Background: an optimization exercise with open tools, aiming at small area, a short achievable clock period and few clock cycles per item. Do not read the settings as production practice. In this exercise RTL edits were held to simulation tests only and were not proved equivalent to the original. Power is estimated from default activity; no workload was simulated.

// roberts_stream_conv_ctrl
module roberts_stream_conv_ctrl #(
  parameter int ROWS = 512,
  parameter int COLS = 512,
  parameter int CW   = 10
) (
  input  logic       clk,
  input  logic       rst,
  input  logic       k_wr_en,
  input  logic [1:0] k_wr_idx,
  input  logic [7:0] k_wr_data,
  input  logic       start,
  output logic       busy,
  output logic       done,
  input  logic       s_valid,
  output logic       s_ready,
  input  logic [7:0] s_data,
  output logic       m_valid,
  input  logic       m_ready,
  output logic [7:0] m_data,
  output logic       m_last
);
Size: about 4300 flip-flops, roughly 37 I/O pins, ~0.10 mm2 of cells after synthesis.
==> module roberts_mac_corr, before the edit <==
module roberts_mac_corr (
  input  logic [7:0] k0, k1, k2, k3,
  output logic [17:0] corr
);
  logic [8:0] nsum;
  assign nsum = {2'b0, k0[7], 1'b0, k0[5], 1'b0, k0[3], 1'b0, k0[1]}
              + {2'b0, k1[7], 1'b0, k1[5], 1'b0, k1[3], 1'b0, k1[1]}
              + {2'b0, k2[7], 1'b0, k2[5], 1'b0, k2[3], 1'b0, k2[1]}
              + {2'b0, k3[7], 1'b0, k3[5], 1'b0, k3[3], 1'b0, k3[1]};
  assign corr = {9'b0, nsum} - {nsum, 9'b0};
endmodule
Settings: LEC_CHECK=0, ABC_AREA=1, CAP_MARGIN=20, CORE_MARGIN=2, CORE_UTILIZATION=55, CTS_CLUSTER_DIAMETER=60, CTS_CLUSTER_SIZE=30, SLEW_MARGIN=20; clock period 12.0 ns.
standard.sh (not shown) runs the stock make flow with config.mk's settings and CLKGATE_MAP_FILE= SYNTH_SCRIPT=/design/flow/synth_recipe.tcl, a recipe that flattens the netlist after the stock synthesis.
==> flow/flow/run.sh <==
#!/bin/bash
# Layout flow: the standard ORFS flow (standard.sh, unchanged synthesis and
# steps), with these tool options changed:
#  - the port buffers that buffer_ports inserts are buf_4 cells instead of the
#    default clkdlybuf4s50_1 delay cells (every port still gets its buffer);
#  - repair_timing aims for a larger setup slack margin, so it sizes the
#    critical paths for a shorter period than the constraint's 12 ns;
#  - clock tree synthesis clusters up to 30 sinks per leaf buffer and inserts
#    no dummy loads.
# The SDC, clock period, I/O delays and loads are the standard flow's, untouched.
set -euo pipefail
export BUFFER_PORTS_ARGS="-buffer_cell sky130_fd_sc_hd__buf_4"
export SETUP_SLACK_MARGIN=8.2
export CTS_ARGS="-sink_clustering_enable -repair_clock_nets -sink_clustering_size 30 -sink_clustering_max_diameter 60 -dont_use_dummy_load"
bash standard.sh > standard_flow.log 2>&1
The first run went through all stages and came out clean.
Testbench counts at the start, summed over its fixed seeds: cycles 2,097,200, items 2,097,152.
Then changed:
--- a/flow/design.v
+++ b/flow/design.v
@@ -619,10 +619,37 @@
   input  logic [7:0] k0, k1, k2, k3,
   output logic [17:0] corr
 );
-  logic [8:0] nsum;
-  assign nsum = {2'b0, k0[7], 1'b0, k0[5], 1'b0, k0[3], 1'b0, k0[1]}
-              + {2'b0, k1[7], 1'b0, k1[5], 1'b0, k1[3], 1'b0, k1[1]}
-              + {2'b0, k2[7], 1'b0, k2[5], 1'b0, k2[3], 1'b0, k2[1]}
-              + {2'b0, k3[7], 1'b0, k3[5], 1'b0, k3[3], 1'b0, k3[1]};
-  assign corr = {9'b0, nsum} - {nsum, 9'b0};
+  assign corr = 18'd88064
+              + ({17'b0, k0[1]} << 0)
+              + ({17'b0, ~k0[1]} << 9)
+              + ({17'b0, k0[3]} << 2)
+              + ({17'b0, ~k0[3]} << 11)
+              + ({17'b0, k0[5]} << 4)
+              + ({17'b0, ~k0[5]} << 13)
+              + ({17'b0, k0[7]} << 6)
+              + ({17'b0, ~k0[7]} << 15)
+              + ({17'b0, k1[1]} << 0)
+              + ({17'b0, ~k1[1]} << 9)
+              + ({17'b0, k1[3]} << 2)
+              + ({17'b0, ~k1[3]} << 11)
+              + ({17'b0, k1[5]} << 4)
+              + ({17'b0, ~k1[5]} << 13)
+              + ({17'b0, k1[7]} << 6)
+              + ({17'b0, ~k1[7]} << 15)
+              + ({17'b0, k2[1]} << 0)
+              + ({17'b0, ~k2[1]} << 9)
+              + ({17'b0, k2[3]} << 2)
+              + ({17'b0, ~k2[3]} << 11)
+              + ({17'b0, k2[5]} << 4)
+              + ({17'b0, ~k2[5]} << 13)
+              + ({17'b0, k2[7]} << 6)
+              + ({17'b0, ~k2[7]} << 15)
+              + ({17'b0, k3[1]} << 0)
+              + ({17'b0, ~k3[1]} << 9)
+              + ({17'b0, k3[3]} << 2)
+              + ({17'b0, ~k3[3]} << 11)
+              + ({17'b0, k3[5]} << 4)
+              + ({17'b0, ~k3[5]} << 13)
+              + ({17'b0, k3[7]} << 6)
+              + ({17'b0, ~k3[7]} << 15);
 endmodule
=> Worst setup slack got worse by 0.061 ns. Non-clock buffer count decreases by 3. Sequential share of layout area is about the same. Synthesized cell count stays flat. Die area barely changes. Sequential power barely changes. Wire length increases by 0.60%. Power increases by 0.32%. Core utilization barely changes. Final cell count does not change. Via count stays flat. Cell area is about the same.
Testbench counts after the change, summed over its fixed seeds: cycles 2,097,200, items 2,097,152.

## port drivers added, routing unchanged
How much do the figures lean on ideal ports? The routed layouts below were timed once more, with nothing changed but the port constraints.
Step 1, drivers: a clkbuf_16 drives clk and a buf_2 each remaining input, both assumed.
Step 2 also shifts input and output timing later by t, the mid clock arrival at the registers, as if the neighbouring blocks saw the same clock.
Slacks: ideal ports / drivers / drivers and shift; pairs: ideal ports / drivers.
run | t (ns) | slack for setup (ns) | worst setup path after step 2 | worst data-port slew with drivers (ns)
the first run | 0.886 | 8.174 / 8.162 / 7.712 | input to register | 0.11
the second run | 0.887 | 8.113 / 8.113 / 7.729 | input to register | 0.10
After both steps setup and hold are still met in every run listed. For the first run, which loses most, drivers alone change the setup slack by -0.012 ns; drivers and shift together by -0.462 ns.
